Background: an optimization exercise with open tools, aiming at small area, a short achievable clock period and few clock cycles. Do not read the settings as production practice.
Function was checked by simulation only, so behaviour that the tests miss may differ from the original.
No activity file was given, so power comes from the tool's default toggle rates.

==> branch lagoon: inputs <==
// sha1_hash_engine
module sha1_hash_engine #(
    parameter int LENGTH_COUNT_BITS = 16
) (
    input  wire logic        i_clk,
    input  wire logic        i_rst_n,
    input  wire logic        start,
    output logic             busy,
    input  wire logic [7:0]  i_data_byte,
    input  wire logic        i_byte_present,
    input  wire logic        i_finish,
    output logic             o_valid,
    output logic [31:0]      o_digest_word,
    output logic [2:0]       o_word_index,
    output logic             o_last_word
);
Settings: LEC_CHECK=0, CAP_MARGIN=20, CORE_MARGIN=2, CORE_UTILIZATION=70, CTS_CLUSTER_DIAMETER=60, CTS_CLUSTER_SIZE=30, SETUP_SLACK_MARGIN=4.5, SLEW_MARGIN=20; clock period 7.5 ns.
run.sh (not shown) runs the stock make flow with config.mk's settings and CLKGATE_MAP_FILE= SYNTH_SCRIPT=/design/flow/synth_recipe.tcl, a recipe that flattens the netlist after the stock synthesis.
==> inputs of branch cedar, as changes to branch lagoon <==
--- a/flow/design.v
+++ b/flow/design.v
@@ -73,14 +73,12 @@
     logic use_init, use_rnd, ca0, dpa, sched_push, stg_push, zw_push, push, room;
     logic stg_shift, len_push, pre;
     logic [1:0] n_kst, n_pad;
     logic [6:0] n_wcnt;
     logic [2:0] n_bcnt;
     logic       n_lenok, n_fresh, n_pre, n_wlo, n_w80, n_w1, n_ge2, n_busy;
-    logic       in_shift, padshift, n_pbusy, n_full, n_push;
-    logic [2:0] n_bcnt0, n_bcnt1;
     logic       n_sch, n_w78, n_act, n_dpa, n_init, n_rnd;
     assign use_init = r_init;
     assign use_rnd  = r_rnd;
     assign ca0      = r_w78;
     assign pre      = r_prev;
     assign dpa = (r_wlo || r_w80) && (!r_fresh || use_init || use_rnd);
@@ -90,16 +88,15 @@
     assign push       = r_push;
     assign len_push   = zw_push && r_lenok && r_w15;
     assign acc   = i_start && !r_busy;
     assign acc_b = acc && i_byte_present;
     assign acc_f = acc && i_finish;
     assign room = !r_bcnt[2] || stg_push;
-    assign in_shift  = acc && (i_byte_present || i_finish);
-    assign padshift  = (r_pad == sha1_pkg::PAD_80 && room) ||
+    assign stg_shift = acc_b || (acc_f && !i_byte_present) ||
+                       (r_pad == sha1_pkg::PAD_80 && room) ||
                        (r_pad == sha1_pkg::PAD_ZB && !r_bcnt[2]);
-    assign stg_shift = in_shift || padshift;
     always_comb begin
         if (sched_push)              o_push_src = sha1_pkg::SRC_SCHED;
         else if (stg_push)           o_push_src = sha1_pkg::SRC_STG;
         else if (r_lenok && r_w15)   o_push_src = sha1_pkg::SRC_LEN;
         else                         o_push_src = sha1_pkg::SRC_ZERO;
     end
@@ -114,15 +111,13 @@
         if (use_rnd && r_w80)  n_wcnt = (stg_push || zw_push) ? 7'd1 : 7'd0;
         else if (push)         n_wcnt = r_wcnt + 7'd1;
         n_wlo = (n_wcnt < 7'd16);
         n_w80 = (n_wcnt == 7'd80);
         n_w1  = (n_wcnt == 7'd1);
         n_ge2 = (n_wcnt >= 7'd2);
-        n_bcnt0 = r_bcnt - (stg_push ? 3'd4 : 3'd0) + (padshift ? 3'd1 : 3'd0);
-        n_bcnt1 = r_bcnt - (stg_push ? 3'd4 : 3'd0) + 3'd1;
-        n_bcnt  = in_shift ? n_bcnt1 : n_bcnt0;
+        n_bcnt = r_bcnt - (stg_push ? 3'd4 : 3'd0) + (stg_shift ? 3'd1 : 3'd0);
         n_pad   = r_pad;
         n_lenok = r_lenok;
         case (r_pad)
             sha1_pkg::PAD_NONE: begin
                 if (acc_f) n_pad = i_byte_present ? sha1_pkg::PAD_80 : sha1_pkg::PAD_ZB;
             end
@@ -153,17 +148,13 @@
         else               n_act = r_act;
         n_sch  = (n_wcnt >= 7'd16) && (n_wcnt <= 7'd79);
         n_w78  = (n_wcnt == 7'd78);
         n_init = n_fresh && n_w1 && n_pre;
         n_rnd  = n_fresh && n_ge2;
         n_dpa  = (n_wlo || n_w80) && (!n_fresh || n_init || n_rnd);
-        n_pbusy = (r_pad != sha1_pkg::PAD_NONE) && (n_pad != sha1_pkg::PAD_NONE);
-        n_full  = (r_bcnt[2] && !stg_push) || (r_bcnt == 3'd3 && padshift);
-        n_busy  = n_pbusy || acc_f || ((n_full || (r_bcnt == 3'd3 && in_shift)) && !n_dpa);
-        n_push  = n_sch || (n_dpa && (n_full || (r_bcnt == 3'd3 && in_shift) ||
-                                      n_pad == sha1_pkg::PAD_ZW));
+        n_busy = (n_pad != sha1_pkg::PAD_NONE) || (n_bcnt[2] && !n_dpa);
     end
     assign o_busy      = r_busy;
     assign o_stg_shift = stg_shift;
     assign o_stg_data  = acc_b;
     assign o_pad80     = !acc_b && (acc_f || r_pad == sha1_pkg::PAD_80);
     assign o_push      = push;
@@ -232,13 +223,13 @@
             r_w14   <= (n_wcnt == 7'd14);
             r_w15   <= (n_wcnt == 7'd15);
             r_w78   <= n_w78;
             r_init  <= n_init;
             r_rnd   <= n_rnd;
             r_step  <= n_init || n_rnd || r_ca[1];
-            r_push  <= n_push;
+            r_push  <= n_sch || (n_dpa && (n_bcnt[2] || n_pad == sha1_pkg::PAD_ZW));
             r_prev  <= r_ca[2] || (!n_pre && !n_act);
             r_rol   <= n_w78 || r_w78 || r_ca[0];
             r_ren   <= n_w78 || r_w78 || r_ca[0] || r_ca[1] || r_ca[2];
             r_fresh <= n_fresh;
             r_pre   <= n_pre;
             r_busy  <= n_busy;
@@ -329,16 +320,16 @@
             2'd0:    k_val = sha1_pkg::K0;
             2'd1:    k_val = sha1_pkg::K1;
             2'd2:    k_val = sha1_pkg::K2;
             default: k_val = sha1_pkg::K3;
         endcase
     end
-    assign x1s = r_d ^ w0 ^ k_val;
-    assign x1c = {(r_d[30:0] & w0[30:0]) | (r_d[30:0] & k_val[30:0]) | (w0[30:0] & k_val[30:0]), 1'b0};
-    assign x2s = x1s ^ x1c ^ f_val;
-    assign x2c = {(x1s[30:0] & x1c[30:0]) | (x1s[30:0] & f_val[30:0]) | (x1c[30:0] & f_val[30:0]), 1'b0};
+    assign x1s = f_val ^ r_d ^ w0;
+    assign x1c = {(f_val[30:0] & r_d[30:0]) | (f_val[30:0] & w0[30:0]) | (r_d[30:0] & w0[30:0]), 1'b0};
+    assign x2s = x1s ^ x1c ^ k_val;
+    assign x2c = {(x1s[30:0] & x1c[30:0]) | (x1s[30:0] & k_val[30:0]) | (x1c[30:0] & k_val[30:0]), 1'b0};
     assign ra  = {r_a[26:0], r_a[31:27]};
     assign ys  = ra ^ r_qx;
     assign yc  = {(ra[30:0] & r_qx[30:0]) | r_qa[30:0], 1'b0};
     assign n_a = ys + yc;
     always_ff @(posedge i_clk) begin
         if (i_pre) begin
CTS_CLUSTER_DIAMETER = unset   (was 60)
CTS_CLUSTER_SIZE = unset   (was 30)
SETUP_SLACK_MARGIN = 4   (was 4.5)
==> inputs of branch garnet, as changes to branch lagoon <==
--- a/flow/design.v
+++ b/flow/design.v
@@ -73,14 +73,12 @@
     logic use_init, use_rnd, ca0, dpa, sched_push, stg_push, zw_push, push, room;
     logic stg_shift, len_push, pre;
     logic [1:0] n_kst, n_pad;
     logic [6:0] n_wcnt;
     logic [2:0] n_bcnt;
     logic       n_lenok, n_fresh, n_pre, n_wlo, n_w80, n_w1, n_ge2, n_busy;
-    logic       in_shift, padshift, n_pbusy, n_full, n_push;
-    logic [2:0] n_bcnt0, n_bcnt1;
     logic       n_sch, n_w78, n_act, n_dpa, n_init, n_rnd;
     assign use_init = r_init;
     assign use_rnd  = r_rnd;
     assign ca0      = r_w78;
     assign pre      = r_prev;
     assign dpa = (r_wlo || r_w80) && (!r_fresh || use_init || use_rnd);
@@ -90,16 +88,15 @@
     assign push       = r_push;
     assign len_push   = zw_push && r_lenok && r_w15;
     assign acc   = i_start && !r_busy;
     assign acc_b = acc && i_byte_present;
     assign acc_f = acc && i_finish;
     assign room = !r_bcnt[2] || stg_push;
-    assign in_shift  = acc && (i_byte_present || i_finish);
-    assign padshift  = (r_pad == sha1_pkg::PAD_80 && room) ||
+    assign stg_shift = acc_b || (acc_f && !i_byte_present) ||
+                       (r_pad == sha1_pkg::PAD_80 && room) ||
                        (r_pad == sha1_pkg::PAD_ZB && !r_bcnt[2]);
-    assign stg_shift = in_shift || padshift;
     always_comb begin
         if (sched_push)              o_push_src = sha1_pkg::SRC_SCHED;
         else if (stg_push)           o_push_src = sha1_pkg::SRC_STG;
         else if (r_lenok && r_w15)   o_push_src = sha1_pkg::SRC_LEN;
         else                         o_push_src = sha1_pkg::SRC_ZERO;
     end
@@ -114,15 +111,13 @@
         if (use_rnd && r_w80)  n_wcnt = (stg_push || zw_push) ? 7'd1 : 7'd0;
         else if (push)         n_wcnt = r_wcnt + 7'd1;
         n_wlo = (n_wcnt < 7'd16);
         n_w80 = (n_wcnt == 7'd80);
         n_w1  = (n_wcnt == 7'd1);
         n_ge2 = (n_wcnt >= 7'd2);
-        n_bcnt0 = r_bcnt - (stg_push ? 3'd4 : 3'd0) + (padshift ? 3'd1 : 3'd0);
-        n_bcnt1 = r_bcnt - (stg_push ? 3'd4 : 3'd0) + 3'd1;
-        n_bcnt  = in_shift ? n_bcnt1 : n_bcnt0;
+        n_bcnt = r_bcnt - (stg_push ? 3'd4 : 3'd0) + (stg_shift ? 3'd1 : 3'd0);
         n_pad   = r_pad;
         n_lenok = r_lenok;
         case (r_pad)
             sha1_pkg::PAD_NONE: begin
                 if (acc_f) n_pad = i_byte_present ? sha1_pkg::PAD_80 : sha1_pkg::PAD_ZB;
             end
@@ -153,17 +148,13 @@
         else               n_act = r_act;
         n_sch  = (n_wcnt >= 7'd16) && (n_wcnt <= 7'd79);
         n_w78  = (n_wcnt == 7'd78);
         n_init = n_fresh && n_w1 && n_pre;
         n_rnd  = n_fresh && n_ge2;
         n_dpa  = (n_wlo || n_w80) && (!n_fresh || n_init || n_rnd);
-        n_pbusy = (r_pad != sha1_pkg::PAD_NONE) && (n_pad != sha1_pkg::PAD_NONE);
-        n_full  = (r_bcnt[2] && !stg_push) || (r_bcnt == 3'd3 && padshift);
-        n_busy  = n_pbusy || acc_f || ((n_full || (r_bcnt == 3'd3 && in_shift)) && !n_dpa);
-        n_push  = n_sch || (n_dpa && (n_full || (r_bcnt == 3'd3 && in_shift) ||
-                                      n_pad == sha1_pkg::PAD_ZW));
+        n_busy = (n_pad != sha1_pkg::PAD_NONE) || (n_bcnt[2] && !n_dpa);
     end
     assign o_busy      = r_busy;
     assign o_stg_shift = stg_shift;
     assign o_stg_data  = acc_b;
     assign o_pad80     = !acc_b && (acc_f || r_pad == sha1_pkg::PAD_80);
     assign o_push      = push;
@@ -232,13 +223,13 @@
             r_w14   <= (n_wcnt == 7'd14);
             r_w15   <= (n_wcnt == 7'd15);
             r_w78   <= n_w78;
             r_init  <= n_init;
             r_rnd   <= n_rnd;
             r_step  <= n_init || n_rnd || r_ca[1];
-            r_push  <= n_push;
+            r_push  <= n_sch || (n_dpa && (n_bcnt[2] || n_pad == sha1_pkg::PAD_ZW));
             r_prev  <= r_ca[2] || (!n_pre && !n_act);
             r_rol   <= n_w78 || r_w78 || r_ca[0];
             r_ren   <= n_w78 || r_w78 || r_ca[0] || r_ca[1] || r_ca[2];
             r_fresh <= n_fresh;
             r_pre   <= n_pre;
             r_busy  <= n_busy;
@@ -329,16 +320,16 @@
             2'd0:    k_val = sha1_pkg::K0;
             2'd1:    k_val = sha1_pkg::K1;
             2'd2:    k_val = sha1_pkg::K2;
             default: k_val = sha1_pkg::K3;
         endcase
     end
-    assign x1s = r_d ^ w0 ^ k_val;
-    assign x1c = {(r_d[30:0] & w0[30:0]) | (r_d[30:0] & k_val[30:0]) | (w0[30:0] & k_val[30:0]), 1'b0};
-    assign x2s = x1s ^ x1c ^ f_val;
-    assign x2c = {(x1s[30:0] & x1c[30:0]) | (x1s[30:0] & f_val[30:0]) | (x1c[30:0] & f_val[30:0]), 1'b0};
+    assign x1s = f_val ^ r_d ^ w0;
+    assign x1c = {(f_val[30:0] & r_d[30:0]) | (f_val[30:0] & w0[30:0]) | (r_d[30:0] & w0[30:0]), 1'b0};
+    assign x2s = x1s ^ x1c ^ k_val;
+    assign x2c = {(x1s[30:0] & x1c[30:0]) | (x1s[30:0] & k_val[30:0]) | (x1c[30:0] & k_val[30:0]), 1'b0};
     assign ra  = {r_a[26:0], r_a[31:27]};
     assign ys  = ra ^ r_qx;
     assign yc  = {(ra[30:0] & r_qx[30:0]) | r_qa[30:0], 1'b0};
     assign n_a = ys + yc;
     always_ff @(posedge i_clk) begin
         if (i_pre) begin
PLACE_DENSITY = 0.74   (was unset)
SETUP_SLACK_MARGIN = 4   (was 4.5)
==> results.ini <==
[outcome]
status = no timing/DRC/antenna violations

[grt]
met1_usage = 0.469
grt_pass1_vias = 24400
grt_usage = 0.325

[worst_setup_path]
worst_r2r_endpoint = u_dp.r_h[4][31]
crit_required_ps = 7920

[drt]
wl_met3_mm = 9.49
routed_wl_mm = 100

[clock_tree]
cts_setup_buffers = 25

[placement]
placed_cells = 3630

[pwr]
internal-power_mw = 11.3
power_frac_clock = 0.313

[logic_synthesis]
yosysSeqAreaShare = 0.684

[timing]
fin_crit_ps = 3480

The numbers above come from branch cedar.

==> results.ini <==
[outcome]
status = no timing/DRC/antenna violations

[logic_synthesis]
yosysSeqAreaShare = 0.697

[worst_setup_path]
worst_r2r_endpoint = u_dp.r_h[4][16]
crit_required_ps = 7900

[pwr]
internal-power_mw = 8.21
power_frac_clock = 0.311

[grt]
met1_usage = 0.465

[placement]
placed_cells = 3487

[timing]
fin_crit_ps = 3570

[drt]
wl_met3_mm = 8.72

The numbers above come from branch lagoon.

==> results.ini <==
[outcome]
status = no timing/DRC/antenna violations

[final_layout]
areaGrowthSynthToFinish_pct = 9.28

[worst_setup_path]
crit_required_ps = 7900
worst_r2r_endpoint = u_dp.r_qx[30]

[drt]
wl_met3_mm = 8.62

[grt]
grt_usage = 0.308
met1_usage = 0.441

[logic_synthesis]
yosysSeqAreaShare = 0.684

[pwr]
power_frac_clock = 0.240
internal-power_mw = 9.90

[placement]
placed_cells = 3630

[timing]
fin_crit_ps = 3460

[clock_tree]
cts_setup_buffers = 21

The numbers above come from branch garnet.

Testbench counts of branch lagoon, summed over its fixed seeds: cycles 77,357.
Testbench counts of branch cedar, summed over its fixed seeds: cycles 77,357.
Testbench counts of branch garnet, summed over its fixed seeds: cycles 77,357.

========
==> inputs of try-indigo <==
Starting RTL as in the previous note.
Settings: LEC_CHECK=0, CAP_MARGIN=20, CORE_MARGIN=2, CORE_UTILIZATION=70, CTS_CLUSTER_DIAMETER=60, CTS_CLUSTER_SIZE=30, SETUP_SLACK_MARGIN=4, SLEW_MARGIN=20; clock period 7.5 ns.
==> inputs of try-delta, as changes to try-indigo <==
--- a/flow/design.v
+++ b/flow/design.v
@@ -73,14 +73,12 @@
     logic use_init, use_rnd, ca0, dpa, sched_push, stg_push, zw_push, push, room;
     logic stg_shift, len_push, pre;
     logic [1:0] n_kst, n_pad;
     logic [6:0] n_wcnt;
     logic [2:0] n_bcnt;
     logic       n_lenok, n_fresh, n_pre, n_wlo, n_w80, n_w1, n_ge2, n_busy;
-    logic       in_shift, padshift, n_pbusy, n_full, n_push;
-    logic [2:0] n_bcnt0, n_bcnt1;
     logic       n_sch, n_w78, n_act, n_dpa, n_init, n_rnd;
     assign use_init = r_init;
     assign use_rnd  = r_rnd;
     assign ca0      = r_w78;
     assign pre      = r_prev;
     assign dpa = (r_wlo || r_w80) && (!r_fresh || use_init || use_rnd);
@@ -90,16 +88,15 @@
     assign push       = r_push;
     assign len_push   = zw_push && r_lenok && r_w15;
     assign acc   = i_start && !r_busy;
     assign acc_b = acc && i_byte_present;
     assign acc_f = acc && i_finish;
     assign room = !r_bcnt[2] || stg_push;
-    assign in_shift  = acc && (i_byte_present || i_finish);
-    assign padshift  = (r_pad == sha1_pkg::PAD_80 && room) ||
+    assign stg_shift = acc_b || (acc_f && !i_byte_present) ||
+                       (r_pad == sha1_pkg::PAD_80 && room) ||
                        (r_pad == sha1_pkg::PAD_ZB && !r_bcnt[2]);
-    assign stg_shift = in_shift || padshift;
     always_comb begin
         if (sched_push)              o_push_src = sha1_pkg::SRC_SCHED;
         else if (stg_push)           o_push_src = sha1_pkg::SRC_STG;
         else if (r_lenok && r_w15)   o_push_src = sha1_pkg::SRC_LEN;
         else                         o_push_src = sha1_pkg::SRC_ZERO;
     end
@@ -114,15 +111,13 @@
         if (use_rnd && r_w80)  n_wcnt = (stg_push || zw_push) ? 7'd1 : 7'd0;
         else if (push)         n_wcnt = r_wcnt + 7'd1;
         n_wlo = (n_wcnt < 7'd16);
         n_w80 = (n_wcnt == 7'd80);
         n_w1  = (n_wcnt == 7'd1);
         n_ge2 = (n_wcnt >= 7'd2);
-        n_bcnt0 = r_bcnt - (stg_push ? 3'd4 : 3'd0) + (padshift ? 3'd1 : 3'd0);
-        n_bcnt1 = r_bcnt - (stg_push ? 3'd4 : 3'd0) + 3'd1;
-        n_bcnt  = in_shift ? n_bcnt1 : n_bcnt0;
+        n_bcnt = r_bcnt - (stg_push ? 3'd4 : 3'd0) + (stg_shift ? 3'd1 : 3'd0);
         n_pad   = r_pad;
         n_lenok = r_lenok;
         case (r_pad)
             sha1_pkg::PAD_NONE: begin
                 if (acc_f) n_pad = i_byte_present ? sha1_pkg::PAD_80 : sha1_pkg::PAD_ZB;
             end
@@ -153,17 +148,13 @@
         else               n_act = r_act;
         n_sch  = (n_wcnt >= 7'd16) && (n_wcnt <= 7'd79);
         n_w78  = (n_wcnt == 7'd78);
         n_init = n_fresh && n_w1 && n_pre;
         n_rnd  = n_fresh && n_ge2;
         n_dpa  = (n_wlo || n_w80) && (!n_fresh || n_init || n_rnd);
-        n_pbusy = (r_pad != sha1_pkg::PAD_NONE) && (n_pad != sha1_pkg::PAD_NONE);
-        n_full  = (r_bcnt[2] && !stg_push) || (r_bcnt == 3'd3 && padshift);
-        n_busy  = n_pbusy || acc_f || ((n_full || (r_bcnt == 3'd3 && in_shift)) && !n_dpa);
-        n_push  = n_sch || (n_dpa && (n_full || (r_bcnt == 3'd3 && in_shift) ||
-                                      n_pad == sha1_pkg::PAD_ZW));
+        n_busy = (n_pad != sha1_pkg::PAD_NONE) || (n_bcnt[2] && !n_dpa);
     end
     assign o_busy      = r_busy;
     assign o_stg_shift = stg_shift;
     assign o_stg_data  = acc_b;
     assign o_pad80     = !acc_b && (acc_f || r_pad == sha1_pkg::PAD_80);
     assign o_push      = push;
@@ -232,13 +223,13 @@
             r_w14   <= (n_wcnt == 7'd14);
             r_w15   <= (n_wcnt == 7'd15);
             r_w78   <= n_w78;
             r_init  <= n_init;
             r_rnd   <= n_rnd;
             r_step  <= n_init || n_rnd || r_ca[1];
-            r_push  <= n_push;
+            r_push  <= n_sch || (n_dpa && (n_bcnt[2] || n_pad == sha1_pkg::PAD_ZW));
             r_prev  <= r_ca[2] || (!n_pre && !n_act);
             r_rol   <= n_w78 || r_w78 || r_ca[0];
             r_ren   <= n_w78 || r_w78 || r_ca[0] || r_ca[1] || r_ca[2];
             r_fresh <= n_fresh;
             r_pre   <= n_pre;
             r_busy  <= n_busy;
@@ -329,16 +320,16 @@
             2'd0:    k_val = sha1_pkg::K0;
             2'd1:    k_val = sha1_pkg::K1;
             2'd2:    k_val = sha1_pkg::K2;
             default: k_val = sha1_pkg::K3;
         endcase
     end
-    assign x1s = r_d ^ w0 ^ k_val;
-    assign x1c = {(r_d[30:0] & w0[30:0]) | (r_d[30:0] & k_val[30:0]) | (w0[30:0] & k_val[30:0]), 1'b0};
-    assign x2s = x1s ^ x1c ^ f_val;
-    assign x2c = {(x1s[30:0] & x1c[30:0]) | (x1s[30:0] & f_val[30:0]) | (x1c[30:0] & f_val[30:0]), 1'b0};
+    assign x1s = f_val ^ r_d ^ w0;
+    assign x1c = {(f_val[30:0] & r_d[30:0]) | (f_val[30:0] & w0[30:0]) | (r_d[30:0] & w0[30:0]), 1'b0};
+    assign x2s = x1s ^ x1c ^ k_val;
+    assign x2c = {(x1s[30:0] & x1c[30:0]) | (x1s[30:0] & k_val[30:0]) | (x1c[30:0] & k_val[30:0]), 1'b0};
     assign ra  = {r_a[26:0], r_a[31:27]};
     assign ys  = ra ^ r_qx;
     assign yc  = {(ra[30:0] & r_qx[30:0]) | r_qa[30:0], 1'b0};
     assign n_a = ys + yc;
     always_ff @(posedge i_clk) begin
         if (i_pre) begin
==> comparison table <==
Non-clock buffer share: try-delta 0.0247; try-indigo 0.0278
Arithmetic-cell share of the synthesized area counting full adders, half adders and majority gates: try-delta 0.0952; try-indigo 0.0876
Post-Synthesis Net Count: try-delta 3173; try-indigo 2984
Result of the run: try-delta no timing/DRC/antenna violations; try-indigo no timing/DRC/antenna violations
Compound-gate portion of the synthesized area: try-delta 0.0871; try-indigo 0.0832
Power in the clock group: try-delta 3430 uW; try-indigo 3380 uW
Max-Slew Margin vs Limit: try-delta 0.298; try-indigo 0.269
Height of the die: try-delta 249 microns; try-indigo 247 microns
Net total in the final layout: try-delta 3237; try-indigo 3084
Number of global-route vias before repair: try-delta 23.5k; try-indigo 23.0k
Clock-pin slew on the worst setup and hold paths: try-delta 100 ps; try-indigo 110 ps
Peak VDD IR: try-delta 239 uV; try-indigo 294 uV
Nonclk buf count: try-delta 116; try-indigo 139
Count of non-CTS inverters in the layout: try-delta 253; try-indigo 216
Sw power: try-delta 4410 uW; try-indigo 2770 uW
Area share of xor/xnor cells in the synthesized design: try-delta 0.0366; try-indigo 0.0365
Die footprint: try-delta 62100 sq um; try-indigo 61000 sq um
Sequential Power Share: try-delta 0.524; try-indigo 0.586
CP max-delay cell: try-delta o21ai_0; try-indigo o41a_1
Multiplexer share of the synthesized area: try-delta 0.00955; try-indigo 0.0158
Summed area of non-filler cells in the final layout: try-delta 46000 sq um; try-indigo 45500 sq um
Layout fillers: try-delta 3423; try-indigo 3248
Testbench counts of try-indigo, summed over its fixed seeds: cycles 77,357.
Testbench counts of try-delta, summed over its fixed seeds: cycles 77,357.

[static timing again, ports no longer ideal]
Ports are ideal in the flow. The routed layouts listed here were re-timed in OpenROAD. Step 1: set_driving_cell puts a clkbuf_16 on i_clk and a buf_2 on each other input, an assumption about the parent block. Step 2 adds t to the input delays and takes it off the output delays; t is the mean of the earliest and latest rising clock arrival at the registers after step 1. Input paths then give back, and output paths get back, about the clock's delay inside the block. a / b / c = no drivers / after step 1 / after step 2; a / b = the first two.
run	shift t [ns]	setup slack, ns	hold WS [ns]	worst setup path at the end
branch lagoon	0.722	3.932 / 3.932 / 3.894	0.411 / 0.411 / 0.411	input to register
branch cedar	0.733	4.020 / 4.020 / 3.447	0.409 / 0.409 / 0.409	input to register
branch garnet	0.708	4.045 / 4.045 / 3.480	0.411 / 0.411 / 0.411	input to register
try-indigo	0.705	3.884 / 3.884 / 3.504	0.422 / 0.422 / 0.422	input to register
try-delta	0.708	4.045 / 4.045 / 3.480	0.411 / 0.411 / 0.411	input to register
After both steps setup and hold are still met in every run listed. The setup slack of branch cedar, which loses most, moves by 0.000 ns with the drivers and by -0.573 ns with both steps.
